What follows belongs to an exercise in optimizing a design on an open flow for small area, a short achievable clock period and few clock cycles per item; a production flow would make more cautious choices.
In this exercise RTL edits were held to simulation tests only and were not proved equivalent to the original.
Power is estimated from default activity; no workload was simulated.

==> design.v <==
package lbmm_pkg;
  localparam int CFG_W     = 13;
  localparam int CFG_IDX_W = 1;
  localparam int PIX_W     = 8;
  localparam int MEAN_W    = 8;
  localparam int COORD_W   = 9;
  localparam int SUM_W     = 14;    
  localparam int BC_W      = 7;     
  localparam int BR_W      = 9;     
  localparam int MAX_WIDTH  = 1024;
  localparam int MAX_HEIGHT = 4096;
  localparam logic [CFG_W-1:0] RST_FRAME_WIDTH  = 13'd640;
  localparam logic [CFG_W-1:0] RST_FRAME_HEIGHT = 13'd480;
  typedef struct packed {
    logic [2:0] rx;    
    logic [2:0] ry;    
    logic [6:0] bc;    
    logic [8:0] br;    
    logic       lt;    
    logic       lb;    
    logic       re;    
    logic       ce;    
    logic       le;    
    logic       be;    
  } pos_t;
endpackage
module lbmm_ram (
  input  logic       clk,
  input  logic [9:0] len,        
  input  logic [1:0] wdigit,
  output logic [1:0] rdigit
);
  logic [9:0] segsel;
  always_ff @(posedge clk) begin
    if (len >= 10'd497) begin
      segsel <= {1'b1, 9'(len - 10'd497)};
    end else begin
      segsel <= {1'b0, len[8:0]};
    end
  end
  logic [1:0] s497 [497];
  logic [1:0] s256 [256];
  logic [1:0] s128 [128];
  logic [1:0] s64  [64];
  logic [1:0] s32  [32];
  logic [1:0] s16  [16];
  logic [1:0] s8   [8];
  logic [1:0] s4   [4];
  logic [1:0] s2   [2];
  logic [1:0] s1;
  logic [1:0] c497, c256, c128, c64, c32, c16, c8, c4, c2, c1;
  assign c497 = segsel[9] ? s497[496] : wdigit;
  assign c256 = segsel[8] ? s256[255] : c497;
  assign c128 = segsel[7] ? s128[127] : c256;
  assign c64  = segsel[6] ? s64[63]   : c128;
  assign c32  = segsel[5] ? s32[31]   : c64;
  assign c16  = segsel[4] ? s16[15]   : c32;
  assign c8   = segsel[3] ? s8[7]     : c16;
  assign c4   = segsel[2] ? s4[3]     : c8;
  assign c2   = segsel[1] ? s2[1]     : c4;
  assign c1   = segsel[0] ? s1        : c2;
  always_ff @(posedge clk) begin
    s497[0] <= wdigit;
    for (int i = 1; i < 497; i++) s497[i] <= s497[i-1];
    s256[0] <= c497;
    for (int i = 1; i < 256; i++) s256[i] <= s256[i-1];
    s128[0] <= c256;
    for (int i = 1; i < 128; i++) s128[i] <= s128[i-1];
    s64[0] <= c128;
    for (int i = 1; i < 64; i++) s64[i] <= s64[i-1];
    s32[0] <= c64;
    for (int i = 1; i < 32; i++) s32[i] <= s32[i-1];
    s16[0] <= c32;
    for (int i = 1; i < 16; i++) s16[i] <= s16[i-1];
    s8[0] <= c16;
    for (int i = 1; i < 8; i++) s8[i] <= s8[i-1];
    s4[0] <= c8;
    for (int i = 1; i < 4; i++) s4[i] <= s4[i-1];
    s2[0] <= c4;
    s2[1] <= s2[0];
    s1 <= c2;
  end
  assign rdigit = c1;
endmodule
module lbmm_div (
  input  logic        clk,
  input  logic        rst_n,
  input  logic        load_hdr,
  input  logic [6:0]  divisor,      
  input  logic [6:0]  bc,
  input  logic [8:0]  br,
  input  logic        last,
  input  logic        load_sum,     
  input  logic [13:0] dividend,
  output logic        free,
  input  logic        out_ready,
  output logic        out_valid,
  output logic [8:0]  out_block_column,
  output logic [8:0]  out_block_row,
  output logic [7:0]  out_mean_luma,
  output logic        out_frame_last
);
  logic [5:0] rem_r;
  logic [7:0] q_r;
  logic [6:0] d_r;
  logic [7:0] d3;
  logic [2:0] cnt_r;
  logic       busy_r, valid_r;
  logic [6:0] bc_r;
  logic [8:0] br_r;
  logic       last_r;
  logic [7:0] t;
  logic [8:0] s1, s2, s3;
  logic [5:0] rnx;
  logic [1:0] qd;
  always_comb begin
    t  = {rem_r, q_r[7:6]};
    s1 = {1'b0, t} - {2'b00, d_r};
    s2 = {1'b0, t} - {1'b0, d_r, 1'b0};
    d3 = 8'({1'b0, d_r} + {d_r, 1'b0});
    s3 = {1'b0, t} - {1'b0, d3};
    if (!s3[8]) begin
      qd  = 2'd3;
      rnx = s3[5:0];
    end else if (!s2[8]) begin
      qd  = 2'd2;
      rnx = s2[5:0];
    end else if (!s1[8]) begin
      qd  = 2'd1;
      rnx = s1[5:0];
    end else begin
      qd  = 2'd0;
      rnx = t[5:0];
    end
  end
  always_ff @(posedge clk) begin
    if (!rst_n) begin
      busy_r  <= 1'b0;
      valid_r <= 1'b0;
      cnt_r   <= '0;
    end else if (load_sum) begin
      busy_r  <= 1'b1;
      cnt_r   <= '0;
    end else if (busy_r) begin
      cnt_r <= cnt_r + 3'd1;
      if (cnt_r == 3'd4) begin
        busy_r  <= 1'b0;
        valid_r <= 1'b1;
      end
    end else if (out_ready) begin
      valid_r <= 1'b0;
    end
  end
  logic [7:0] mean_r;
  always_ff @(posedge clk) begin
    if (!rst_n) begin
      mean_r <= '0;
      bc_r   <= '0;
      br_r   <= '0;
      last_r <= 1'b0;
    end else begin
      if (load_hdr) begin
        bc_r   <= bc;
        br_r   <= br;
        last_r <= last;
      end
      if (busy_r && (cnt_r == 3'd4)) begin
        mean_r <= {q_r[5:0], qd};
      end
    end
  end
  always_ff @(posedge clk) begin
    if (busy_r) begin
      if (cnt_r == '0) begin
        q_r <= dividend[7:0];
      end else begin
        q_r <= {q_r[5:0], qd};
      end
    end
  end
  always_ff @(posedge clk) begin
    if (load_hdr) begin
      d_r <= divisor;
    end
    if (busy_r) begin
      if (cnt_r == '0) begin
        rem_r <= dividend[13:8];
      end else begin
        rem_r <= rnx;
      end
    end
  end
  assign free             = ~busy_r & ~valid_r;
  assign out_valid        = valid_r;
  assign out_block_column = {2'b00, bc_r};
  assign out_block_row    = br_r;
  assign out_mean_luma    = mean_r;
  assign out_frame_last   = last_r;
endmodule
module lbmm_ctrl (
  input  logic       clk,
  input  logic       rst_n,
  input  logic       hold,          
  input  logic       in_valid,
  output logic       in_ready,
  output logic       cfg_ready,     
  input  logic [7:0] in_pixel,
  input  logic       in_frame_start,
  input  logic       consume,       
  output logic       a_valid,
  output logic [7:0] a_pixel,
  output logic       a_first
);
  logic       a_v_r, s_v_r, rdy_r, crdy_r;
  logic [7:0] a_pix_r, s_pix_r;
  logic       a_fs_r, s_fs_r;
  logic       nfs_r, in_first;    
  logic       take, a_free;
  logic       a_v_nxt, s_v_nxt;
  assign take   = in_valid & rdy_r;
  assign a_free = ~a_v_r | consume;
  always_comb begin
    if (a_free) begin
      a_v_nxt = s_v_r | take;
      s_v_nxt = s_v_r & take;
    end else begin
      a_v_nxt = 1'b1;
      s_v_nxt = s_v_r | take;
    end
  end
  assign in_first = in_frame_start | nfs_r;
  always_ff @(posedge clk) begin
    if (!rst_n) begin
      nfs_r <= 1'b1;
    end else if (take) begin
      nfs_r <= 1'b0;
    end
  end
  always_ff @(posedge clk) begin
    if (!rst_n) begin
      a_v_r    <= 1'b0;
      s_v_r    <= 1'b0;
      rdy_r    <= 1'b0;
      crdy_r   <= 1'b0;
    end else begin
      a_v_r    <= a_v_nxt;
      s_v_r    <= s_v_nxt;
      rdy_r    <= ~(a_v_nxt & s_v_nxt) & ~hold;
      crdy_r   <= ~(a_v_nxt | s_v_nxt);
    end
  end
  always_ff @(posedge clk) begin
    if (a_free) begin
      if (s_v_r) begin
        a_pix_r <= s_pix_r;
        a_fs_r  <= s_fs_r;
      end else begin
        a_pix_r <= in_pixel;
        a_fs_r  <= in_first;
      end
    end
    if ((a_free & s_v_r) | (~a_free & ~s_v_r)) begin
      s_pix_r <= in_pixel;
      s_fs_r  <= in_first;
    end
  end
  assign in_ready  = rdy_r;
  assign cfg_ready = crdy_r;
  assign a_valid  = a_v_r;
  assign a_pixel  = a_pix_r;
  assign a_first  = a_fs_r;
endmodule
module lbmm_dp (
  input  logic        clk,
  input  logic        rst_n,
  input  logic        cfg_valid,
  input  logic        cfg_index,
  input  logic [12:0] cfg_data,
  output logic        cfg_busy,
  input  logic        a_valid,
  input  logic [7:0]  a_pixel,
  input  logic        a_first,
  output logic        consume,
  input  logic        out_ready,
  output logic        out_valid,
  output logic [8:0]  out_block_column,
  output logic [8:0]  out_block_row,
  output logic [7:0]  out_mean_luma,
  output logic        out_frame_last
);
  logic        cfg_v_r, cfg_i_r;
  logic [12:0] cfg_d_r;
  logic [9:0]  wm1;
  logic [11:0] hm1;
  always_ff @(posedge clk) begin
    cfg_v_r <= cfg_valid;
    cfg_i_r <= cfg_index;
    cfg_d_r <= cfg_data;
  end
  always_comb begin
    if (cfg_d_r == '0)                    wm1 = '0;
    else if (cfg_d_r > 13'd1024)          wm1 = 10'd1023;
    else                                  wm1 = 10'(cfg_d_r - 13'd1);
    if (cfg_d_r == '0)                    hm1 = '0;
    else if (cfg_d_r > 13'd4096)          hm1 = 12'd4095;
    else                                  hm1 = 12'(cfg_d_r - 13'd1);
  end
  logic [6:0] last_bc_r;
  logic [2:0] last_rx_r;
  logic [8:0] last_br_r;
  logic [2:0] last_ry_r;
  logic       l0, b0, w1, h1;
  always_ff @(posedge clk) begin
    if (!rst_n) begin
      last_bc_r <= 7'd79;
      last_rx_r <= 3'd7;
      last_br_r <= 9'd59;
      last_ry_r <= 3'd7;
    end else if (cfg_v_r) begin
      if (cfg_i_r == 1'b0) begin
        last_bc_r <= wm1[9:3];
        last_rx_r <= wm1[2:0];
      end else begin
        last_br_r <= hm1[11:3];
        last_ry_r <= hm1[2:0];
      end
    end
  end
  logic [6:0] dll_r;
  always_ff @(posedge clk) begin
    dll_r <= 7'((4'(last_rx_r) + 4'd1) * (4'(last_ry_r) + 4'd1));
  end
  always_ff @(posedge clk) begin
    l0 <= (last_bc_r == '0);
    b0 <= (last_br_r == '0);
    w1 <= (last_bc_r == '0) & (last_rx_r == '0);
    h1 <= (last_br_r == '0) & (last_ry_r == '0);
  end
  assign cfg_busy = cfg_v_r;
  logic [6:0] ph_t_r;
  logic [2:0] ph_p_r;
  logic       run_r;
  logic       proc;
  logic [6:0] ph_t_n;
  logic [2:0] ph_p_n;
  always_ff @(posedge clk) begin
    if (!rst_n || cfg_v_r) begin
      run_r <= 1'b0;
    end else if (proc) begin
      run_r <= 1'b1;
    end
  end
  logic [6:0] adv_t;
  logic [2:0] adv_p;
  always_comb begin
    if ((ph_t_r == last_bc_r) && (ph_p_r == last_rx_r)) begin
      adv_t = '0;
      adv_p = '0;
    end else if (ph_p_r == 3'd7) begin
      adv_t = ph_t_r + 7'd1;
      adv_p = '0;
    end else begin
      adv_t = ph_t_r;
      adv_p = ph_p_r + 3'd1;
    end
    ph_t_n = run_r ? adv_t : 7'd0;
    ph_p_n = (run_r || proc) ? adv_p : 3'd0;
  end
  always_ff @(posedge clk) begin
    ph_t_r <= ph_t_n;
    ph_p_r <= ph_p_n;
  end
  logic [2:0] rx_r, ry_r;
  logic [6:0] bc_r;
  logic [8:0] br_r;
  logic       lt_r, lb_r;      
  logic       re_r, ce_r;      
  logic       le_r, be_r;      
  logic       z_r;             
  logic       eq_r, ge_r, eq1_r, ph0_r, ph1_r;
  lbmm_pkg::pos_t pr, pf, pc, nr, nf, pn;
  logic       lt, lb, re, le, z;
  logic       inw, late, emit, p_ok, short_r;
  logic       defer_r, div_free;
  logic [6:0] bc;
  logic [8:0] br;
  logic [6:0] divisor;
  function automatic lbmm_pkg::pos_t pos_next(
    input lbmm_pkg::pos_t p,
    input logic [6:0] lbc, input logic [2:0] lrx,
    input logic [8:0] lbr, input logic [2:0] lry,
    input logic sl0, input logic sb0, input logic sw1, input logic sh1
  );
    lbmm_pkg::pos_t n;
    n = p;
    if (p.re) begin
      n.rx = '0;
      n.bc = '0;
      n.lt = sl0;
      n.re = sw1;
      n.ce = sw1;
      if (p.le) begin
        n.ry = '0;
        n.br = '0;
        n.lb = sb0;
        n.le = sh1;
        n.be = sh1;
      end else if (p.ry == 3'd7) begin
        n.ry = '0;
        n.br = p.br + 9'd1;
        n.lb = (n.br == lbr);
        n.le = n.lb & (lry == '0);
        n.be = n.le;
      end else begin
        n.ry = p.ry + 3'd1;
        n.le = p.lb & (n.ry == lry);
        n.be = (n.ry == 3'd7) | n.le;
      end
    end else if (p.rx == 3'd7) begin
      n.rx = '0;
      n.bc = p.bc + 7'd1;
      n.lt = (n.bc == lbc);
      n.re = n.lt & (lrx == '0);
      n.ce = n.re;
    end else begin
      n.rx = p.rx + 3'd1;
      n.re = p.lt & (n.rx == lrx);
      n.ce = (n.rx == 3'd7) | n.re;
    end
    pos_next = n;
  endfunction
  assign pr = {rx_r, ry_r, bc_r, br_r, lt_r, lb_r, re_r, ce_r, le_r, be_r};
  assign pf = {3'd0, 3'd0, 7'd0, 9'd0, l0, b0, w1, w1, h1, h1};
  assign nr = pos_next(pr, last_bc_r, last_rx_r, last_br_r, last_ry_r, l0, b0, w1, h1);
  assign nf = pos_next(pf, last_bc_r, last_rx_r, last_br_r, last_ry_r, l0, b0, w1, h1);
  assign pc = a_first ? pf : pr;
  assign pn = a_first ? nf : nr;
  always_comb begin
    lt = pc.lt; lb = pc.lb; re = pc.re; le = pc.le;
    bc = pc.bc; br = pc.br;
    z  = a_first | z_r;
    if (a_first) begin
      inw  = ph0_r;
      late = ~short_r & ph1_r;
    end else begin
      inw  = eq_r & ge_r;
      late = ~short_r & eq1_r;
    end
    emit    = pc.ce & pc.be;
    proc    = a_valid & (lt | inw | late) & p_ok;
    case ({lt, lb})
      2'b00:   divisor = 7'd64;
      2'b10:   divisor = {(4'(last_rx_r) + 4'd1), 3'b000};
      2'b01:   divisor = {(4'(last_ry_r) + 4'd1), 3'b000};
      default: divisor = dll_r;
    endcase
  end
  logic c0, c1, c2, cb0, cb1, cb2, rx7;
  logic eq_nx, eq1_nx, ge_nx;
  always_comb begin
    c0  = (ph_t_n == 7'd0);
    c1  = (ph_t_n == 7'd1);
    c2  = (ph_t_n == 7'd2);
    cb0 = (ph_t_n == bc_r);
    cb1 = (ph_t_n == (bc_r + 7'd1));
    cb2 = (ph_t_n == (bc_r + 7'd2));
    rx7 = ~a_first & (rx_r == 3'd7);
    if (!proc) begin
      eq_nx  = cb0;
      eq1_nx = cb1;
      ge_nx  = run_r ? (adv_p >= rx_r) : (rx_r == '0);
    end else if (re) begin
      eq_nx  = c0;
      eq1_nx = c1;
      ge_nx  = 1'b1;
    end else if (rx7) begin
      eq_nx  = a_first ? c1 : cb1;
      eq1_nx = a_first ? c2 : cb2;
      ge_nx  = 1'b1;
    end else begin
      eq_nx  = a_first ? c0 : cb0;
      eq1_nx = a_first ? c1 : cb1;
      ge_nx  = a_first ? (adv_p != '0) : (adv_p > rx_r);
    end
  end
  always_ff @(posedge clk) begin
    eq_r  <= eq_nx;
    ge_r  <= ge_nx;
    eq1_r <= eq1_nx;
    ph0_r <= c0;
    ph1_r <= c1;
  end
  always_ff @(posedge clk) begin
    if (proc) begin
      rx_r <= pn.rx; ry_r <= pn.ry; bc_r <= pn.bc; br_r <= pn.br;
      lt_r <= pn.lt; lb_r <= pn.lb;
      re_r <= pn.re; ce_r <= pn.ce; le_r <= pn.le; be_r <= pn.be;
      z_r  <= (pn.rx == '0) & (pn.ry == '0);
    end
  end
  assign consume = proc;
  logic        wb_load, sr_load;
  logic [7:0]  wb_dly_r;
  logic        b_v_r, b_lt_r, b_in_r, b_late_r, b_z_r, b_emit_r;
  logic        b_pin_r, b_pinz_r;    
  logic        b_wbl_r, b_srl_r;
  logic [7:0]  b_pix_r;
  logic        hdr_load, dfr_load;
  always_ff @(posedge clk) begin
    short_r <= (last_bc_r == 7'd1);
  end
  assign wb_load = (ph_p_r == 3'd7) && (ph_t_r != last_bc_r);
  assign sr_load = short_r ? wb_load : wb_dly_r[7];
  always_ff @(posedge clk) begin
    wb_dly_r <= {wb_dly_r[6:0], wb_load};
    b_wbl_r  <= wb_load;
    b_srl_r  <= sr_load;
    b_lt_r   <= lt;
    b_in_r   <= ~lt & inw;
    b_late_r <= ~lt & ~inw;
    b_z_r    <= z;
    b_pix_r  <= a_pixel;
    b_pin_r  <= proc & ~lt & inw;
    b_pinz_r <= proc & ~lt & inw & z;
    if (!rst_n) begin
      b_v_r    <= 1'b0;
      b_emit_r <= 1'b0;
    end else begin
      b_v_r    <= proc;
      b_emit_r <= hdr_load & ~dfr_load;
    end
  end
  logic [1:0]  rdigit;
  logic [13:0] dser_r, wb_r, sr_r, rlast_r;
  logic [10:0] acc_r, acc_n;
  logic        ignw_r, ignw_n;
  logic [13:0] base, padd, total, fin;
  logic        b_in, b_late;
  assign b_in   = b_pin_r;
  assign b_late = b_v_r & b_late_r;
  always_comb begin
    if (b_lt_r)      base = rlast_r;
    else if (b_in_r) base = 14'(acc_r);
    else             base = wb_r;
    padd   = (b_z_r ? 14'd0 : base) + 14'(b_pix_r);
    acc_n  = b_in ? padd[10:0] : acc_r;
    ignw_n = ignw_r | b_pinz_r;
    total  = (ignw_n ? 14'd0 : dser_r) + (b_pinz_r ? 14'd0 : 14'(acc_r))
           + (b_pin_r ? 14'(b_pix_r) : 14'd0);
    fin    = b_late ? padd : wb_r;
  end
  always_ff @(posedge clk) begin
    dser_r <= {rdigit, dser_r[13:2]};
    acc_r  <= b_wbl_r ? 11'd0 : acc_n;
    ignw_r <= b_wbl_r ? 1'b0 : ignw_n;
    if (b_wbl_r) begin
      wb_r <= total;
    end else if (b_late) begin
      wb_r <= padd;
    end
    if (b_srl_r) begin
      sr_r <= short_r ? total : fin;
    end else begin
      sr_r <= {2'b00, sr_r[13:2]};
    end
    if (b_v_r & b_lt_r) begin
      rlast_r <= padd;
    end
  end
  lbmm_ram u_ring (
    .clk    (clk),
    .len    ({last_bc_r, last_rx_r} - (short_r ? 10'd7 : 10'd15)),
    .wdigit (sr_r[1:0]),
    .rdigit (rdigit)
  );
  logic        can_emit;
  logic [8:0]  d_br_r;
  logic        d_last_r, d_lb_r;
  logic [6:0]  ld_div, ld_bc;
  logic [8:0]  ld_br;
  logic        ld_last;
  assign can_emit = div_free & ~b_emit_r;
  assign p_ok     = lt ? ~defer_r : (~emit | (can_emit & ~defer_r));
  assign dfr_load = defer_r & can_emit & ~(b_v_r & b_lt_r);
  assign hdr_load = dfr_load | (proc & emit & can_emit);
  always_ff @(posedge clk) begin
    if (!rst_n) begin
      defer_r <= 1'b0;
    end else if (defer_r) begin
      defer_r <= ~dfr_load;
    end else begin
      defer_r <= proc & emit & lt & ~can_emit;
    end
  end
  logic src_rl_r, src_sr_r;
  always_ff @(posedge clk) begin
    src_rl_r <= dfr_load | b_lt_r;
    src_sr_r <= b_late_r & b_wbl_r;
  end
  always_ff @(posedge clk) begin
    if (~defer_r) begin
      d_br_r   <= br;
      d_last_r <= re & le;
      d_lb_r   <= lb;
    end
  end
  always_comb begin
    if (dfr_load) begin
      ld_div  = d_lb_r ? dll_r : {(4'(last_rx_r) + 4'd1), 3'b000};
      ld_bc   = last_bc_r;
      ld_br   = d_br_r;
      ld_last = d_last_r;
    end else begin
      ld_div  = divisor;
      ld_bc   = bc;
      ld_br   = br;
      ld_last = re & le;
    end
  end
  lbmm_div u_div (
    .clk              (clk),
    .rst_n            (rst_n),
    .load_hdr         (hdr_load),
    .divisor          (ld_div),
    .bc               (ld_bc),
    .br               (ld_br),
    .last             (ld_last),
    .load_sum         (b_emit_r | dfr_load),
    .dividend         (src_rl_r ? rlast_r : (src_sr_r ? sr_r : wb_r)),
    .free             (div_free),
    .out_ready        (out_ready),
    .out_valid        (out_valid),
    .out_block_column (out_block_column),
    .out_block_row    (out_block_row),
    .out_mean_luma    (out_mean_luma),
    .out_frame_last   (out_frame_last)
  );
endmodule
module luma_block_mean_mosaic (
  input  logic                           clk,
  input  logic                           rst_n,
  input  logic                           in_valid,
  output logic                           in_ready,
  input  logic [lbmm_pkg::PIX_W-1:0]     in_pixel,
  input  logic                           in_frame_start,
  output logic                           out_valid,
  input  logic                           out_ready,
  output logic [lbmm_pkg::COORD_W-1:0]   out_block_column,
  output logic [lbmm_pkg::COORD_W-1:0]   out_block_row,
  output logic [lbmm_pkg::MEAN_W-1:0]    out_mean_luma,
  output logic                           out_frame_last,
  input  logic                           cfg_valid,
  output logic                           cfg_ready,
  input  logic [lbmm_pkg::CFG_IDX_W-1:0] cfg_index,
  input  logic [lbmm_pkg::CFG_W-1:0]     cfg_data
);
  logic       consume, cfg_busy, a_valid, a_first;
  logic [7:0] a_pixel;
  lbmm_ctrl u_ctrl (
    .clk            (clk),
    .rst_n          (rst_n),
    .hold           (cfg_busy),
    .in_valid       (in_valid),
    .in_ready       (in_ready),
    .cfg_ready      (cfg_ready),
    .in_pixel       (in_pixel),
    .in_frame_start (in_frame_start),
    .consume        (consume),
    .a_valid        (a_valid),
    .a_pixel        (a_pixel),
    .a_first        (a_first)
  );
  lbmm_dp u_dp (
    .clk              (clk),
    .rst_n            (rst_n),
    .cfg_valid        (cfg_valid & cfg_ready),
    .cfg_index        (cfg_index),
    .cfg_data         (cfg_data),
    .cfg_busy         (cfg_busy),
    .a_valid          (a_valid),
    .a_pixel          (a_pixel),
    .a_first          (a_first),
    .consume          (consume),
    .out_ready        (out_ready),
    .out_valid        (out_valid),
    .out_block_column (out_block_column),
    .out_block_row    (out_block_row),
    .out_mean_luma    (out_mean_luma),
    .out_frame_last   (out_frame_last)
  );
endmodule
==> flow/run.sh <==
#!/bin/bash
# Standard ORFS layout, with repair_timing asked for extra setup margin so
# that it keeps improving paths well below the design's clock period.
set -euo pipefail
bash standard.sh SETUP_SLACK_MARGIN=8.6 finish > standard_flow.log 2>&1
==> standard.sh <==
#!/bin/bash
# synth_recipe.tcl (not shown) runs the flow's synth.tcl, then flattens the netlist and writes it again
# the make line also repeats each setting of config.mk as NAME=value (left out here)
make -C /OpenROAD-flow-scripts/flow DESIGN_CONFIG=/design/flow/config.mk WORK_HOME=/design/flow/orfs CLKGATE_MAP_FILE= SYNTH_SCRIPT=/design/flow/synth_recipe.tcl "${@:-finish}"
==> config.mk <==
export PLATFORM = sky130hd
export DESIGN_NAME = luma_block_mean_mosaic
export DESIGN_NICKNAME = luma_block_mean_mosaic
export VERILOG_FILES = /design/flow/design.v
export SDC_FILE = /design/flow/constraint.sdc
export NUM_CORES = 4
export LEC_CHECK = 0
export CAP_MARGIN = 20
export CORE_MARGIN = 2
export CORE_UTILIZATION = 70
export CTS_CLUSTER_DIAMETER = 100
export CTS_CLUSTER_SIZE = 25
export PLACE_DENSITY = 0.8
export SLEW_MARGIN = 20
export SYNTH_MEMORY_MAX_BITS = 4096
==> constraint.sdc <==
create_clock -name core_clock -period 12.0 [get_ports {clk}]
set_input_delay 2.4000 -clock core_clock [delete_from_list [all_inputs] [get_ports {clk}]]
set_output_delay 2.4000 -clock core_clock [all_outputs]
set_load 0.01 [all_outputs]
==> results of run 1 <==
## final timing paths
path / end / cells past startpoint / slack, ns
setup reg to reg: u_dp.sr_r[9] / 16 / 8.71
hold / removal: u_dp.u_ring.s497[4][0] / 0 / 0.30
setup / recovery: out_block_row[2] / 1 / 8.44
hold reg to reg: u_dp.u_ring.s497[4][0] / 0 / 0.30
## cells in the mapped netlist, types with 11 or more instances
| cell type | count |
|---|---|
| sky130_fd_sc_hd__o21ai_0 | 45 |
| sky130_fd_sc_hd__dfxtp_1 | 2208 |
| sky130_fd_sc_hd__nand2b_1 | 24 |
| sky130_fd_sc_hd__a211oi_1 | 36 |
| sky130_fd_sc_hd__fa_1 | 18 |
| sky130_fd_sc_hd__a21o_1 | 13 |
| sky130_fd_sc_hd__a31oi_1 | 12 |
| sky130_fd_sc_hd__inv_1 | 80 |
| sky130_fd_sc_hd__edfxtp_1 | 93 |
| sky130_fd_sc_hd__a21oi_1 | 91 |
| sky130_fd_sc_hd__nor3_1 | 30 |
| sky130_fd_sc_hd__xor2_1 | 66 |
| sky130_fd_sc_hd__nor2b_1 | 28 |
| sky130_fd_sc_hd__clkbuf_1 | 52 |
| sky130_fd_sc_hd__nand4_1 | 11 |
| sky130_fd_sc_hd__or3_1 | 13 |
| sky130_fd_sc_hd__a221o_1 | 17 |
| sky130_fd_sc_hd__nand3_1 | 35 |
| sky130_fd_sc_hd__xnor2_1 | 69 |
| sky130_fd_sc_hd__mux2i_1 | 71 |
| sky130_fd_sc_hd__nor2_1 | 180 |
| sky130_fd_sc_hd__nand2_1 | 136 |
| sky130_fd_sc_hd__and2_1 | 26 |
| sky130_fd_sc_hd__and3_1 | 12 |
| sky130_fd_sc_hd__mux2_2 | 26 |
| sky130_fd_sc_hd__ha_1 | 87 |
## metrics by stage
step                      hold WS, ns   util
after detailed placement        0.312  0.729
after global placement          0.310  0.729
final                           0.303  0.769
after global routing            0.304  0.769
after floorplan                 0.310      -
after CTS                       0.302  0.766
## kinds of logic after synthesis
group	after synthesis	share of synthesized area
AO/OA/AOI/OAI	294	0.0358
AND/OR/NAND/NOR	538	0.0462
XOR/XNOR	135	0.0211
buffers and inverters	155	0.0111
adder cells (fa/ha/maj)	105	0.0259
flip-flops	2301	0.840
multiplexers	103	0.0195
other	1	0.0000670
## routing by layer
layer | global-route usage | wire [um]
met2 | 0.363 | 42400
met5 | 0 | 0
met3 | 0.0268 | 3140
met1 | 0.314 | 41500
met4 | 0.0654 | 2120
## state kept, by name, indices dropped and copies added (netlist names), 16 cells and up
| name | cells |
|---|---|
| u_dp.u_ring.s128 | 256 |
| u_dp.u_ring.s16 | 32 |
| u_dp.u_ring.s256 | 512 |
| u_dp.u_ring.s32 | 64 |
| u_dp.u_ring.s497 | 994 |
| u_dp.u_ring.s64 | 128 |
| u_dp.u_ring.s8 | 16 |
## layout make-up
cell class,count,area (um2)
flip-flops and latches,2301,47100
fillers,4304,18300
multi-input cells,1177,8460
clock buffers,115,2600
well taps,1050,1310
repair buffers,84,832
inverters,83,312
clock inverters,8,158
diodes,1,2.50
## power by group
| group | leakage, nW | switching, mW | internal, mW |
|---|---|---|---|
| sequential | 18.8 | 0.139 | 7.97 |
| clock | 1.34 | 2.25 | 1.56 |
| combinational | 4.36 | 0.218 | 0.179 |
| total | 24.5 | 2.60 | 9.71 |
## timing repair
item,4_1_cts,5_1_grt
cloned,0,2
endpoints found under the setup margin,81,62
resized for setup,189,29
setup buffers,8,9
endpoints found under the hold margin,0,0
pin swaps,3,3
==> run summary, run 1 <==
# TYPE chip_impl_metric gauge
chip_impl_metric{name="cts_buffers",unit=""} 102
chip_impl_metric{name="timing.critical_path.buf_inv",unit=""} 1
chip_impl_metric{name="worst_setup_hold_path_clk_slew",unit="ns"} 0.10
chip_impl_metric{name="finalWorstSetupSlack",unit="ns"} 8.44
chip_impl_metric{name="syn_to_final_growth",unit="%"} 8.59
chip_impl_metric{name="synth_async_sr_flop_share",unit=""} 0
chip_impl_metric{name="finish.instance_area",unit="um2"} 60700
chip_impl_metric{name="netlist.area_leader.share",unit=""} 0.790
chip_impl_metric{name="cts-root-to-sink-buffers",unit=""} 3
chip_impl_metric{name="antenna_violations_before_repair",unit=""} 1
chip_impl_metric{name="drtIter0Drc",unit=""} 1421
chip_impl_info{name="setup_repair_after_global_routing_missed_its_margin",value="yes"} 1
chip_impl_info{name="worst_path_max_delay_cell",value="sky130_fd_sc_hd__dfxtp_4"} 1
chip_impl_info{name="synth.top_cells.by_area",value="sky130_fd_sc_hd__dfxtp_1, sky130_fd_sc_hd__edfxtp_1, sky130_fd_sc_hd__ha_1, sky130_fd_sc_hd__mux2i_1, sky130_fd_sc_hd__nor2_1"} 1
chip_impl_metric{name="placed_cells",unit=""} 4676
chip_impl_metric{name="finalSetupViolCount",unit=""} 0
chip_impl_metric{name="core-area",unit="um2"} 79000
chip_impl_metric{name="final_net_count",unit=""} 3882
chip_impl_metric{name="rows",unit=""} 103
chip_impl_metric{name="edff_count_synth",unit=""} 93
chip_impl_metric{name="initial_utilization",unit=""} 0.708
chip_impl_info{name="regToRegStartpoint",value="u_dp.b_pinz_r"} 1
chip_impl_metric{name="leakagePower",unit="nW"} 24.5
chip_impl_info{name="status",value="complete, no violations"} 1
chip_impl_metric{name="final_critical_path_share_of_the_clock_period",unit=""} 0.297
chip_impl_info{name="cts_tree",value="done"} 1
chip_impl_metric{name="die_w",unit="um"} 287
chip_impl_metric{name="drt-vias-per-instance",unit=""} 5.05
chip_impl_metric{name="grt_pass1_wl",unit="mm"} 142
chip_impl_metric{name="final_antenna_net_count",unit=""} 0
chip_impl_metric{name="worst-endpoint-arrival",unit="ns"} 1.16
chip_impl_metric{name="post-layout-total-power",unit="mW"} 12.3
chip_impl_metric{name="max_cap_violations",unit=""} 0
chip_impl_metric{name="worst_ep_required_time",unit="ns"} 9.60
chip_impl_info{name="synth_top_cell_by_area",value="sky130_fd_sc_hd__dfxtp_1"} 1
chip_impl_metric{name="clkSinkCount",unit=""} 2301
chip_impl_metric{name="synth_cell_type_count",unit=""} 82
chip_impl_info{name="min-delay-path-class",value="flip-flop to flip-flop"} 1
chip_impl_info{name="critPathLaunch",value="u_dp.u_div.br_r[2]"} 1
chip_impl_metric{name="non_filler_instances",unit=""} 4819
chip_impl_metric{name="drt-wirelength-per-cell",unit="um"} 18.5
chip_impl_metric{name="worst_slew_margin_rel",unit=""} 0.285
chip_impl_metric{name="global_route_usage_sum",unit=""} 0.221
chip_impl_metric{name="ys_ff_latch",unit=""} 2301
chip_impl_metric{name="design.portCount",unit=""} 58
chip_impl_info{name="most-common-layout-cells",value="sky130_fd_sc_hd__dfxtp_1, sky130_fd_sc_hd__nor2_1, sky130_fd_sc_hd__nand2_1"} 1
chip_impl_metric{name="post-route-min-period",unit="ns"} 3.56
chip_impl_info{name="critPathTopFamily",value="flip-flops"} 1
chip_impl_metric{name="htree_levels",unit=""} 3
chip_impl_info{name="master_cell_of_the_clock_root_buffer",value="sky130_fd_sc_hd__clkbuf_16"} 1
chip_impl_metric{name="max_slew.worst_pin.slew",unit="ns"} 1.07
chip_impl_metric{name="drt-pass1-iter-count",unit=""} 6
chip_impl_metric{name="vdd_drop_max",unit="mV"} 0.147
chip_impl_metric{name="synth_warnings",unit=""} 13
chip_impl_info{name="cells_along_the_critical_path",value="buf_6"} 1
chip_impl_metric{name="setup_tns",unit="ns"} 0
chip_impl_metric{name="gp_congestion",unit=""} 0.915
chip_impl_metric{name="layout-drive-gt1-share",unit=""} 0.0751
chip_impl_metric{name="detailedPlace.worstSlack",unit="ns"} 8.12
chip_impl_metric{name="finalWirelength",unit="mm"} 89.2
chip_impl_info{name="critical_path_capture_point_type",value="output port"} 1
chip_impl_metric{name="grt_max_degree",unit=""} 50
chip_impl_info{name="worst_hold_startpoint",value="u_dp.u_ring.s497[3][0]"} 1
chip_impl_metric{name="achievable_clock_frequency",unit="GHz"} 0.281
chip_impl_metric{name="syn_avg_cell_area",unit="um2"} 15.4
chip_impl_metric{name="placement.io_buffers",unit=""} 55
chip_impl_metric{name="area_after_dpl",unit="um2"} 57600
chip_impl_metric{name="final.setup_skew",unit="ns"} 0.0372
chip_impl_metric{name="dr_total_vias",unit=""} 24300
chip_impl_metric{name="detailedPlacementHpwl",unit="mm"} 46.0
chip_impl_info{name="kind_of_critical_path",value="flip-flop to output port"} 1
chip_impl_info{name="start_kind",value="flip-flop"} 1
chip_impl_metric{name="number_of_global_route_vias_before_repair",unit=""} 25400
chip_impl_metric{name="crit_path_max_fanout",unit=""} 2
chip_impl_info{name="synth_flop_cell",value="sky130_fd_sc_hd__dfxtp_1"} 1
chip_impl_metric{name="globalRoute.totalOverflow",unit=""} 0
chip_impl_metric{name="synth_cells",unit=""} 3632
chip_impl_metric{name="p_per_area",unit="nW/um2"} 203
chip_impl_metric{name="hold_viol_final",unit=""} 0
chip_impl_metric{name="ctsHoldBuffers",unit=""} 0
chip_impl_metric{name="die-area",unit="um2"} 82200
chip_impl_metric{name="route.detailed.drc",unit=""} 0
chip_impl_metric{name="cpPeakStageDelay",unit="ns"} 0.37
chip_impl_metric{name="syn_area",unit="um2"} 55900
chip_impl_metric{name="report.final.slew_viol_count",unit=""} 0
chip_impl_info{name="final_common_cell",value="sky130_fd_sc_hd__dfxtp_1"} 1
chip_impl_metric{name="ys_seq_area_frac",unit=""} 0.840
chip_impl_metric{name="die_height",unit="um"} 287
chip_impl_metric{name="clk-insertion-delay-late",unit="ns"} 0.69
Testbench counts, summed over its fixed seeds: cycles 130,123, pixels 130,066.
==> run 2: changes to the inputs <==
--- a/flow/run.sh
+++ b/flow/run.sh
@@ -4,2 +4,2 @@
 set -euo pipefail
-bash standard.sh SETUP_SLACK_MARGIN=8.6 finish > standard_flow.log 2>&1
+bash standard.sh SETUP_SLACK_MARGIN=8.45 finish > standard_flow.log 2>&1
==> run 2 against run 1 <==
Register-to-register slack lost 0.15 ns. Setup slack lost 0.00096 ns. Sequential share of layout area grew 0.16 points. Global-route usage is essentially flat. Total power shrank 0.11%. Synthesized cell count is the same. Worst hold slack gained 0.0012 ns. Sequential cell count is the same. Sequential power is essentially flat. Highest routed layer unchanged.
==> run summary, run 2 <==
# TYPE chip_impl_metric gauge
chip_impl_info{name="status",value="complete, no violations"} 1
chip_impl_metric{name="max_slew.worst_pin.slew",unit="ns"} 1.07
chip_impl_info{name="start_kind",value="flip-flop"} 1
chip_impl_metric{name="htree_levels",unit=""} 3
chip_impl_metric{name="worst-r2r-setup-slack",unit="ns"} 8.56
chip_impl_info{name="synth.top_cells.by_area",value="sky130_fd_sc_hd__dfxtp_1, sky130_fd_sc_hd__edfxtp_1, sky130_fd_sc_hd__ha_1, sky130_fd_sc_hd__mux2i_1, sky130_fd_sc_hd__nor2_1"} 1
chip_impl_metric{name="global_route_usage_sum",unit=""} 0.221
chip_impl_metric{name="design.portCount",unit=""} 58
chip_impl_metric{name="achievable_clock_frequency",unit="GHz"} 0.281
chip_impl_info{name="synth.top_cells.by_count",value="sky130_fd_sc_hd__dfxtp_1, sky130_fd_sc_hd__nor2_1, sky130_fd_sc_hd__nand2_1, sky130_fd_sc_hd__edfxtp_1, sky130_fd_sc_hd__a21oi_1"} 1
chip_impl_metric{name="cpPeakStageDelay",unit="ns"} 0.38
chip_impl_metric{name="synth_cell_type_count",unit=""} 82
chip_impl_metric{name="setup_tns",unit="ns"} 0
chip_impl_info{name="setup_repair_after_global_routing_missed_its_margin",value="yes"} 1
chip_impl_metric{name="worst_slew_margin_rel",unit=""} 0.285
chip_impl_metric{name="globalRoute.totalOverflow",unit=""} 0
chip_impl_metric{name="post-layout-total-power",unit="mW"} 12.3
chip_impl_metric{name="synth_cells",unit=""} 3632
chip_impl_metric{name="ys_seq_area_frac",unit=""} 0.840
chip_impl_metric{name="finish.instance_area",unit="um2"} 60600
chip_impl_metric{name="route.detailed.drc",unit=""} 0
chip_impl_metric{name="rows",unit=""} 103
chip_impl_metric{name="crit_path_max_fanout",unit=""} 4
chip_impl_info{name="synth_top_cell_by_area",value="sky130_fd_sc_hd__dfxtp_1"} 1
chip_impl_metric{name="final_net_count",unit=""} 3875
chip_impl_metric{name="rr_worst_depth",unit=""} 14
chip_impl_info{name="top_regs",value="u_dp.u_ring.s497 (994), u_dp.u_ring.s256 (512), u_dp.u_ring.s128 (256)"} 1
chip_impl_metric{name="leakagePower",unit="nW"} 24.4
chip_impl_metric{name="syn_to_final_growth",unit="%"} 8.35
chip_impl_info{name="r2r_end",value="u_dp.sr_r[12]"} 1
chip_impl_metric{name="register_area",unit="um2"} 47100
chip_impl_metric{name="dr_total_vias",unit=""} 24300
chip_impl_metric{name="final_critical_path_share_of_the_clock_period",unit=""} 0.297
chip_impl_metric{name="synth_async_sr_flop_share",unit=""} 0
chip_impl_metric{name="grt_max_degree",unit=""} 50
chip_impl_metric{name="drtIter0Drc",unit=""} 1469
chip_impl_info{name="setup.worst_path.end",value="out_valid"} 1
chip_impl_info{name="cells_along_the_critical_path",value="buf_6"} 1
chip_impl_metric{name="worst-endpoint-arrival",unit="ns"} 1.16
chip_impl_metric{name="finalWirelength",unit="mm"} 88.6
chip_impl_metric{name="cts-root-to-sink-buffers",unit=""} 3
chip_impl_info{name="most-common-layout-cells",value="sky130_fd_sc_hd__dfxtp_1, sky130_fd_sc_hd__nor2_1, sky130_fd_sc_hd__nand2_1"} 1
chip_impl_info{name="critical_path_capture_point_type",value="output port"} 1
chip_impl_metric{name="drt-wirelength-per-cell",unit="um"} 18.4
chip_impl_metric{name="area_after_dpl",unit="um2"} 57600
chip_impl_info{name="critPathLaunch",value="u_dp.u_div.valid_r"} 1
chip_impl_metric{name="ys_ff_latch",unit=""} 2301
chip_impl_metric{name="timing.hold.ws",unit="ns"} 0.304
chip_impl_metric{name="number_of_global_route_vias_before_repair",unit=""} 25400
chip_impl_info{name="min-delay-path-class",value="flip-flop to flip-flop"} 1
chip_impl_metric{name="die-area",unit="um2"} 82200
chip_impl_metric{name="syn_avg_cell_area",unit="um2"} 15.4
chip_impl_info{name="cts_tree",value="done"} 1
chip_impl_metric{name="antenna_violations_before_repair",unit=""} 1
chip_impl_info{name="regToRegStartpoint",value="u_dp.b_pinz_r"} 1
chip_impl_info{name="kind_of_critical_path",value="flip-flop to output port"} 1
chip_impl_metric{name="core-area",unit="um2"} 79000
chip_impl_metric{name="die_height",unit="um"} 287
chip_impl_metric{name="p_per_area",unit="nW/um2"} 203
chip_impl_metric{name="drt-pass1-iter-count",unit=""} 8
chip_impl_metric{name="netlist.area_leader.share",unit=""} 0.790
chip_impl_metric{name="grt_pass1_wl",unit="mm"} 142
chip_impl_metric{name="worst_setup_hold_path_clk_slew",unit="ns"} 0.10
chip_impl_metric{name="report.final.slew_viol_count",unit=""} 0
chip_impl_info{name="critPathTopFamily",value="flip-flops"} 1
chip_impl_metric{name="max_cap_violations",unit=""} 0
chip_impl_metric{name="worst_ep_required_time",unit="ns"} 9.60
chip_impl_metric{name="final_antenna_net_count",unit=""} 0
chip_impl_info{name="regMostFlops",value="u_dp.u_ring.s497"} 1
chip_impl_metric{name="drt-vias-per-instance",unit=""} 5.05
chip_impl_info{name="final_common_cell",value="sky130_fd_sc_hd__dfxtp_1"} 1
chip_impl_metric{name="synth_warnings",unit=""} 13
chip_impl_metric{name="post-route-min-period",unit="ns"} 3.56
chip_impl_metric{name="clk-insertion-delay-late",unit="ns"} 0.69
chip_impl_metric{name="gp_congestion",unit=""} 0.915
chip_impl_metric{name="finalSetupViolCount",unit=""} 0
chip_impl_metric{name="largest_reg_flops",unit=""} 994
chip_impl_metric{name="multi_input_comb_area",unit="um2"} 8400
chip_impl_metric{name="hold_viol_final",unit=""} 0
chip_impl_metric{name="timing.critical_path.buf_inv",unit=""} 1
chip_impl_metric{name="detailedPlacementHpwl",unit="mm"} 46.0
chip_impl_metric{name="vdd_drop_max",unit="mV"} 0.147
chip_impl_info{name="worst_path_max_delay_cell",value="sky130_fd_sc_hd__dfxtp_4"} 1
chip_impl_metric{name="die_w",unit="um"} 287
chip_impl_metric{name="cp.depth",unit=""} 1
chip_impl_metric{name="clkSinkCount",unit=""} 2301
chip_impl_info{name="master_cell_of_the_clock_root_buffer",value="sky130_fd_sc_hd__clkbuf_16"} 1
chip_impl_metric{name="edff_count_synth",unit=""} 93
chip_impl_info{name="synth_flop_cell",value="sky130_fd_sc_hd__dfxtp_1"} 1
chip_impl_metric{name="layout-drive-gt1-share",unit=""} 0.0705
chip_impl_info{name="synth.most_common_cell",value="sky130_fd_sc_hd__dfxtp_1"} 1
chip_impl_metric{name="final.setup_skew",unit="ns"} 0.0360
chip_impl_metric{name="placement.io_buffers",unit=""} 55
chip_impl_metric{name="fillerInstances",unit=""} 4328
chip_impl_metric{name="cts_buffers",unit=""} 102
chip_impl_metric{name="initial_utilization",unit=""} 0.708
chip_impl_metric{name="syn_area",unit="um2"} 55900
## run 2: report_power, final
part,switching [mW],internal (mW),leakage (nW)
registers,0.138,7.97,18.8
clock network,2.24,1.56,1.34
logic,0.214,0.175,4.32
## run 2: area by class of cell
cell class,count,area share
repair buffers,77,0.0125
clock inverters,8,0.00260
inverters,83,0.00514
multi-input cells,1177,0.139
clock buffers,115,0.0429
well taps,1050,0.0217
diodes,2,0.0000826
flip-flops and latches,2301,0.776
## run 2: logic make-up (layout without fill, tap and decap cells)
family	after synthesis	count (layout)	synth area share
fa+ha+maj	105	105	0.0259
buf+inv	155	283	0.0111
xor+xnor	135	135	0.0211
flops	2301	2301	0.840
simple gates	538	538	0.0462
mux	103	103	0.0195
compound gates	294	294	0.0358
other cells	1	4	0.0000670
## run 2: worst min path at each step
stage | slack [ns] | endpoint | start | cells past startpoint
4_1_cts | 0.30 | u_dp.u_ring.s256[16][1] | u_dp.u_ring.s256[15][1] | 0
2_1_floorplan | 0.31 | u_dp.u_ring.s128[100][0] | u_dp.u_ring.s128[99][0] | 0
3_5_place_dp | 0.31 | u_dp.u_ring.s128[118][0] | u_dp.u_ring.s128[117][0] | 0
3_3_place_gp | 0.31 | u_dp.u_ring.s4[1][1] | u_dp.u_ring.s4[0][1] | 0
6_report | 0.30 | u_dp.u_ring.s497[4][0] | u_dp.u_ring.s497[3][0] | 0
5_1_grt | 0.30 | u_dp.u_ring.s497[4][0] | u_dp.u_ring.s497[3][0] | 0
## run 2: layer usage
| metal | vias up | track usage | share of wire |
|---|---|---|---|
| met5 | - | 0 | 0 |
| met4 | 0 | 0.0623 | 0.022 |
| met3 | 139 | 0.0258 | 0.034 |
| met2 | 425 | 0.364 | 0.48 |
| met1 | 11700 | 0.314 | 0.47 |
| li1 | 12000 | - | - |
## run 2: what timing repair did
| action | 4_1_cts | 5_1_grt |
|---|---|---|
| setup buffers | 4 | 8 |
| pin swaps | 0 | 4 |
| endpoints found under the setup margin | 64 | 81 |
| hold buffers | 0 | 0 |
| gates resized for setup | 171 | 26 |
## run 2: stage by stage
| step | cells | setup WS, ns | util |
|---|---|---|---|
| final | 4813 | 8.44 | 0.767 |
| after global routing | 4811 | 8.40 | 0.767 |
| after CTS | 4803 | 8.23 | 0.765 |
| after detailed placement | 4676 | 8.12 | 0.729 |
| after global placement | 4676 | 8.14 | 0.729 |
| after floorplan | 3633 | 8.67 | - |
==> run 3: changes to the inputs <==
--- a/config.mk
+++ b/config.mk
@@ -9,6 +9,6 @@
 export CORE_MARGIN = 2
-export CORE_UTILIZATION = 70
+export CORE_UTILIZATION = 80
 export CTS_CLUSTER_DIAMETER = 100
 export CTS_CLUSTER_SIZE = 25
-export PLACE_DENSITY = 0.8
+export PLACE_DENSITY = 0.9
 export SLEW_MARGIN = 20
==> run 3 against run 2 <==
The run now fails in clock tree synthesis. Synthesized cell count is the same. Synthesized area is the same.
==> run summary, run 3 <==
# TYPE chip_impl_metric gauge
chip_impl_metric{name="cts_setup_buffers",unit=""} 27
chip_impl_metric{name="synth_warnings",unit=""} 13
chip_impl_info{name="status",value="stopped before the end"} 1
chip_impl_info{name="synth_flop_cell",value="sky130_fd_sc_hd__dfxtp_1"} 1
chip_impl_info{name="tool_error",value="[ERROR DPL-0033] detailed placement checks failed during check placement."} 1
chip_impl_metric{name="synth_cells",unit=""} 3632
chip_impl_info{name="synth.top_cells.by_area",value="sky130_fd_sc_hd__dfxtp_1, sky130_fd_sc_hd__edfxtp_1, sky130_fd_sc_hd__ha_1, sky130_fd_sc_hd__mux2i_1, sky130_fd_sc_hd__nor2_1"} 1
chip_impl_metric{name="die_height",unit="um"} 268
chip_impl_info{name="synth.top_cells.by_count",value="sky130_fd_sc_hd__dfxtp_1, sky130_fd_sc_hd__nor2_1, sky130_fd_sc_hd__nand2_1, sky130_fd_sc_hd__edfxtp_1, sky130_fd_sc_hd__a21oi_1"} 1
chip_impl_info{name="synth_top_family_by_area",value="simple AND/OR/NAND/NOR gates"} 1
chip_impl_metric{name="rows",unit=""} 96
chip_impl_metric{name="synth_cell_type_count",unit=""} 82
chip_impl_metric{name="synth_async_sr_flop_share",unit=""} 0
chip_impl_metric{name="synth-compound-area-share",unit=""} 0.0358
chip_impl_info{name="failed_stage",value="clock tree synthesis"} 1
chip_impl_metric{name="design.portCount",unit=""} 58
chip_impl_metric{name="gp_congestion",unit=""} 0.868
chip_impl_metric{name="ys_ff_latch",unit=""} 2301
chip_impl_info{name="synth.most_common_cell",value="sky130_fd_sc_hd__dfxtp_1"} 1
chip_impl_metric{name="htree_levels",unit=""} 3
chip_impl_metric{name="netlist.area_leader.share",unit=""} 0.790
chip_impl_metric{name="postCtsResizedCells",unit=""} 291
chip_impl_info{name="master_cell_of_the_clock_root_buffer",value="sky130_fd_sc_hd__clkbuf_16"} 1
chip_impl_metric{name="initial_utilization",unit=""} 0.811
chip_impl_metric{name="edff_count_synth",unit=""} 93
chip_impl_metric{name="syn_avg_cell_area",unit="um2"} 15.4
chip_impl_metric{name="ctsHoldBuffers",unit=""} 0
chip_impl_metric{name="cts-root-to-sink-buffers",unit=""} 3
chip_impl_metric{name="placement.io_buffers",unit=""} 55
chip_impl_info{name="synth_top_cell_by_area",value="sky130_fd_sc_hd__dfxtp_1"} 1
chip_impl_metric{name="post_synth_mux_area_share",unit=""} 0.0195
chip_impl_metric{name="share_of_synthesized_cell_area_in_full_adder_half_adder_and_majority_cells",unit=""} 0.0259
chip_impl_metric{name="syn_area",unit="um2"} 55900
chip_impl_metric{name="post_synth_and_or_nand_nor_area_fraction",unit=""} 0.0462
chip_impl_metric{name="clkSinkCount",unit=""} 2301
chip_impl_metric{name="synthXorXnorAreaFrac",unit=""} 0.0211
chip_impl_metric{name="detailedPlacementHpwl",unit="mm"} 74.4
chip_impl_metric{name="die_w",unit="um"} 268
chip_impl_metric{name="ys_seq_area_frac",unit=""} 0.840
chip_impl_metric{name="cts_buffers",unit=""} 102
## run 3: worst min path at each step
stage,start,endpoint,slack [ns],cells after the start
floorplan,u_dp.u_ring.s128[99][0],u_dp.u_ring.s128[100][0],0.31,0
global placement,u_dp.u_ring.s32[23][0],u_dp.u_ring.s32[24][0],0.31,0
detailed placement,u_dp.u_ring.s256[26][0],u_dp.u_ring.s256[27][0],0.31,0
## run 3: cell families after synthesis
group                    after synthesis
AO/OA/AOI/OAI                        294
XOR/XNOR                             135
adder cells (fa/ha/maj)              105
buffers and inverters                155
flip-flops                          2301
multiplexers                         103
other                                  1
AND/OR/NAND/NOR                      538
## run 3: power by group through the flow
stage / clock, mW / combinational, mW / sequential (mW)
after floorplan: 0 / 0.305 / 8.21
after global placement: 0 / 0.378 / 8.27
after detailed placement: 0 / 0.443 / 8.31
## run 3: per-stage QoR
step / cell area [um2] / setup WS [ns] / instances / hold WS, ns
after floorplan: 55900 / 8.67 / 3633 / 0.310
after detailed placement: 57400 / 7.44 / 4556 / 0.312
after global placement: 57400 / 8.00 / 4556 / 0.310
==> run 4: changes to the inputs <==
--- a/config.mk
+++ b/config.mk
@@ -9,6 +9,6 @@
 export CORE_MARGIN = 2
-export CORE_UTILIZATION = 80
-export CTS_CLUSTER_DIAMETER = 100
-export CTS_CLUSTER_SIZE = 25
-export PLACE_DENSITY = 0.9
+export CORE_UTILIZATION = 55
+export CTS_CLUSTER_DIAMETER = 80
+export CTS_CLUSTER_SIZE = 30
+export PLACE_DENSITY = 0.65
 export SLEW_MARGIN = 20
==> run 4 against run 3 <==
The run now finishes clean. Synthesized area is the same. Synthesized cell count is the same.
==> run summary, run 4 <==
# TYPE chip_impl_metric gauge
chip_impl_info{name="status",value="complete, no violations"} 1
chip_impl_metric{name="finalSetupViolCount",unit=""} 0
chip_impl_metric{name="initial_utilization",unit=""} 0.557
chip_impl_metric{name="insertedDiodeCount",unit=""} 0
chip_impl_metric{name="non_filler_instances",unit=""} 5107
chip_impl_metric{name="max_cap_violations",unit=""} 0
chip_impl_metric{name="fillerInstances",unit=""} 7787
chip_impl_metric{name="design.portCount",unit=""} 58
chip_impl_metric{name="final_critical_path_share_of_the_clock_period",unit=""} 0.299
chip_impl_info{name="r2r_end",value="u_dp.sr_r[9]"} 1
chip_impl_info{name="regMostFlops",value="u_dp.u_ring.s497"} 1
chip_impl_metric{name="htree_levels",unit=""} 3
chip_impl_metric{name="die_height",unit="um"} 323
chip_impl_metric{name="largest_reg_flops",unit=""} 994
chip_impl_info{name="timing.hold.worst_endpoint",value="u_dp.u_ring.s497[390][1]"} 1
chip_impl_metric{name="final_antenna_net_count",unit=""} 0
chip_impl_metric{name="post-route-min-period",unit="ns"} 3.59
chip_impl_metric{name="detailedPlacementHpwl",unit="mm"} 43.7
chip_impl_metric{name="placement.io_buffers",unit=""} 55
chip_impl_info{name="regToRegStartpoint",value="u_dp.b_pin_r"} 1
chip_impl_metric{name="max_slew.worst_pin.slew",unit="ns"} 1.13
chip_impl_metric{name="final.setup_skew",unit="ns"} 0.0309
chip_impl_metric{name="global_route_usage_sum",unit=""} 0.142
chip_impl_metric{name="final_net_count",unit=""} 3864
chip_impl_metric{name="syn_to_final_growth",unit="%"} 8.57
chip_impl_metric{name="cts-root-to-sink-buffers",unit=""} 3
chip_impl_metric{name="die_w",unit="um"} 323
chip_impl_metric{name="number_of_global_route_vias_before_repair",unit=""} 22700
chip_impl_metric{name="clk-insertion-delay-late",unit="ns"} 0.70
chip_impl_info{name="final_common_cell",value="sky130_fd_sc_hd__dfxtp_1"} 1
chip_impl_metric{name="ys_seq_area_frac",unit=""} 0.840
chip_impl_metric{name="drt-wirelength-per-cell",unit="um"} 14.4
chip_impl_metric{name="rr_worst_depth",unit=""} 15
chip_impl_info{name="critical_path_capture_point_type",value="output port"} 1
chip_impl_metric{name="route.detailed.drc",unit=""} 0
chip_impl_metric{name="antenna_violations_before_repair",unit=""} 0
chip_impl_metric{name="achievable_clock_frequency",unit="GHz"} 0.278
chip_impl_metric{name="worst-r2r-setup-slack",unit="ns"} 8.62
chip_impl_metric{name="globalRoute.totalOverflow",unit=""} 0
chip_impl_metric{name="post_route_utilization",unit=""} 0.605
chip_impl_metric{name="drt-pass1-iter-count",unit=""} 8
chip_impl_metric{name="drtIter0Drc",unit=""} 1500
chip_impl_info{name="start_kind",value="flip-flop"} 1
chip_impl_metric{name="netlist.area_leader.share",unit=""} 0.790
chip_impl_metric{name="layout-drive-gt1-share",unit=""} 0.0696
chip_impl_info{name="synth.top_cells.by_area",value="sky130_fd_sc_hd__dfxtp_1, sky130_fd_sc_hd__edfxtp_1, sky130_fd_sc_hd__ha_1, sky130_fd_sc_hd__mux2i_1, sky130_fd_sc_hd__nor2_1"} 1
chip_impl_metric{name="clkSinkCount",unit=""} 2301
chip_impl_info{name="synth_top_cell_by_area",value="sky130_fd_sc_hd__dfxtp_1"} 1
chip_impl_metric{name="report.final.slew_viol_count",unit=""} 0
chip_impl_info{name="setup_repair_after_global_routing_missed_its_margin",value="yes"} 1
chip_impl_info{name="min-delay-path-class",value="flip-flop to flip-flop"} 1
chip_impl_info{name="top_regs",value="u_dp.u_ring.s497 (994), u_dp.u_ring.s256 (512), u_dp.u_ring.s128 (256)"} 1
chip_impl_info{name="most-common-layout-cells",value="sky130_fd_sc_hd__dfxtp_1, sky130_fd_sc_hd__nor2_1, sky130_fd_sc_hd__nand2_1"} 1
chip_impl_metric{name="core-area",unit="um2"} 100000
chip_impl_info{name="synth.top_cells.by_count",value="sky130_fd_sc_hd__dfxtp_1, sky130_fd_sc_hd__nor2_1, sky130_fd_sc_hd__nand2_1, sky130_fd_sc_hd__edfxtp_1, sky130_fd_sc_hd__a21oi_1"} 1
chip_impl_metric{name="timing.critical_path.buf_inv",unit=""} 1
chip_impl_metric{name="crit_path_max_fanout",unit=""} 2
chip_impl_metric{name="placed_cells",unit=""} 4987
chip_impl_info{name="master_cell_of_the_clock_root_buffer",value="sky130_fd_sc_hd__clkbuf_16"} 1
chip_impl_metric{name="worst_setup_hold_path_clk_slew",unit="ns"} 0.11
chip_impl_metric{name="cp.depth",unit=""} 1
chip_impl_metric{name="vdd_drop_max",unit="mV"} 0.128
chip_impl_metric{name="cts_buffers",unit=""} 88
chip_impl_info{name="kind_of_critical_path",value="flip-flop to output port"} 1
chip_impl_metric{name="p_per_area",unit="nW/um2"} 198
chip_impl_metric{name="drt-vias-per-instance",unit=""} 4.60
chip_impl_metric{name="ys_ff_latch",unit=""} 2301
chip_impl_metric{name="worst_slew_margin_rel",unit=""} 0.245
chip_impl_metric{name="hold_depth",unit=""} 0
chip_impl_metric{name="synth_async_sr_flop_share",unit=""} 0
chip_impl_metric{name="setup_tns",unit="ns"} 0
chip_impl_info{name="worst_hold_startpoint",value="u_dp.u_ring.s497[389][1]"} 1
chip_impl_metric{name="edff_count_synth",unit=""} 93
chip_impl_metric{name="synth_warnings",unit=""} 13
chip_impl_info{name="cts_tree",value="done"} 1
chip_impl_metric{name="leakagePower",unit="nW"} 24.3
chip_impl_metric{name="syn_avg_cell_area",unit="um2"} 15.4
chip_impl_info{name="cells_along_the_critical_path",value="buf_6"} 1
chip_impl_metric{name="worst_ep_required_time",unit="ns"} 9.60
chip_impl_info{name="synth.most_common_cell",value="sky130_fd_sc_hd__dfxtp_1"} 1
chip_impl_metric{name="cpPeakStageDelay",unit="ns"} 0.38
chip_impl_metric{name="syn_area",unit="um2"} 55900
chip_impl_metric{name="dr_total_vias",unit=""} 23500
chip_impl_metric{name="rows",unit=""} 116
chip_impl_metric{name="grt_max_degree",unit=""} 43
chip_impl_metric{name="worst-endpoint-arrival",unit="ns"} 1.19
chip_impl_metric{name="hold_viol_final",unit=""} 0
chip_impl_metric{name="synth_cell_type_count",unit=""} 82
chip_impl_metric{name="ctsHoldBuffers",unit=""} 0
chip_impl_metric{name="finalWirelength",unit="mm"} 73.5
chip_impl_info{name="synth_flop_cell",value="sky130_fd_sc_hd__dfxtp_1"} 1
chip_impl_metric{name="synth_cells",unit=""} 3632
chip_impl_info{name="worst_path_max_delay_cell",value="sky130_fd_sc_hd__dfxtp_2"} 1
chip_impl_metric{name="gp_congestion",unit=""} 0.838
chip_impl_metric{name="die-area",unit="um2"} 104000
chip_impl_info{name="critPathTopFamily",value="flip-flops"} 1
chip_impl_metric{name="grt_pass1_wl",unit="mm"} 119
-- run 4: power by group --
group / switching (mW) / leakage (nW) / internal (mW) / total [mW]
sequential: 0.122 / 18.8 / 7.97 / 8.09
combinational: 0.216 / 4.34 / 0.176 / 0.392
clock: 2.13 / 1.20 / 1.38 / 3.51
total: 2.47 / 24.3 / 9.53 / 12.0
-- run 4: logic make-up after synthesis --
| group | Yosys count | share of synthesized area |
|---|---|---|
| mux | 103 | 0.0195 |
| simple gates | 538 | 0.0462 |
| buf+inv | 155 | 0.0111 |
| fa+ha+maj | 105 | 0.0259 |
| other cells | 1 | 0.0000670 |
| compound gates | 294 | 0.0358 |
| flops | 2301 | 0.840 |
| xor+xnor | 135 | 0.0211 |
-- run 4: worst max-delay path by stage --
| stage | endpoint | slack [ns] | startpoint |
|---|---|---|---|
| after floorplan | u_dp.dll_r[6] | 8.67 | u_dp.last_rx_r[0] |
| after global placement | u_dp.u_div.valid_r | 7.62 | rst_n |
| after detailed placement | u_dp.u_div.valid_r | 7.63 | rst_n |
| after CTS | out_mean_luma[0] | 8.34 | u_dp.u_div.mean_r[0] |
| after global routing | out_mean_luma[0] | 8.34 | u_dp.u_div.mean_r[0] |
| final | out_mean_luma[0] | 8.41 | u_dp.u_div.mean_r[0] |
-- run 4: layer usage --
layer	vias up	track usage	routed length [um]
met5	-	0	0
met4	0	0.0469	2020
met3	135	0.0277	2980
met2	353	0.202	29100
met1	11000	0.218	39400
li1	12000	-	-
-- run 4: metrics by stage --
stage / setup slack [ns] / total power, mW / hold slack, ns / instance area [um2]
after floorplan: 8.67 / 8.52 / 0.310 / 55900
after global placement: 7.62 / 8.64 / 0.310 / 58000
after detailed placement: 7.63 / 8.65 / 0.312 / 58000
after CTS: 8.34 / 12.1 / 0.325 / 60600
after global routing: 8.34 / 12.5 / 0.327 / 60700
final: 8.41 / 12.0 / 0.317 / 60700
-- run 4: what timing repair did --
item	CTS	global route
hold endpoints to repair	0	0
setup buffers	5	6
pin swaps	1	2
gates resized for setup	179	23
endpoints found under the setup margin	70	65
-- run 4: layout make-up --
| type | instances | area [um2] | share of cell area |
|---|---|---|---|
| tap | 1357 | 1700 | 0.0280 |
| clock buffer | 95 | 2250 | 0.0370 |
| multi-input combinational | 1177 | 8410 | 0.138 |
| clock inverter | 14 | 218 | 0.00359 |
| timing repair buffer | 80 | 783 | 0.0129 |
| inverter | 83 | 315 | 0.00519 |
| sequential | 2301 | 47100 | 0.775 |

-- afterwards: timing with drivers on the ports --
No port has a modelled driver above. Below, the same layouts with a new extraction and two added sets of constraints.
Step 1: set_driving_cell puts a clkbuf_16 on clk and a buf_2 on each other input, an assumption about the parent block.
Step 2 moves the port delays by t, midway between the first and last clock arrival at a register: inputs arrive t later, outputs are due t later. That takes back most of the time a late clock gives input paths.
a / b / c = ideal / step 1 / step 2; a / b = the first two.
| run | t (ns) | slack for setup (ns) | slew at the worst register clock pin (ns) | cell pins on the clock port's net |
|---|---|---|---|---|
| run 1 | 0.750 | 8.438 / 8.368 / 8.054 | 0.12 / 0.12 | 1 |
| run 2 | 0.744 | 8.438 / 8.371 / 8.059 | 0.12 / 0.12 | 1 |
| run 4 | 0.752 | 8.408 / 8.344 / 8.093 | 0.11 / 0.11 | 1 |
After both steps setup and hold are still met in every run listed. The setup slack of run 1, which loses most, moves by -0.070 ns with the drivers and by -0.384 ns with both steps.
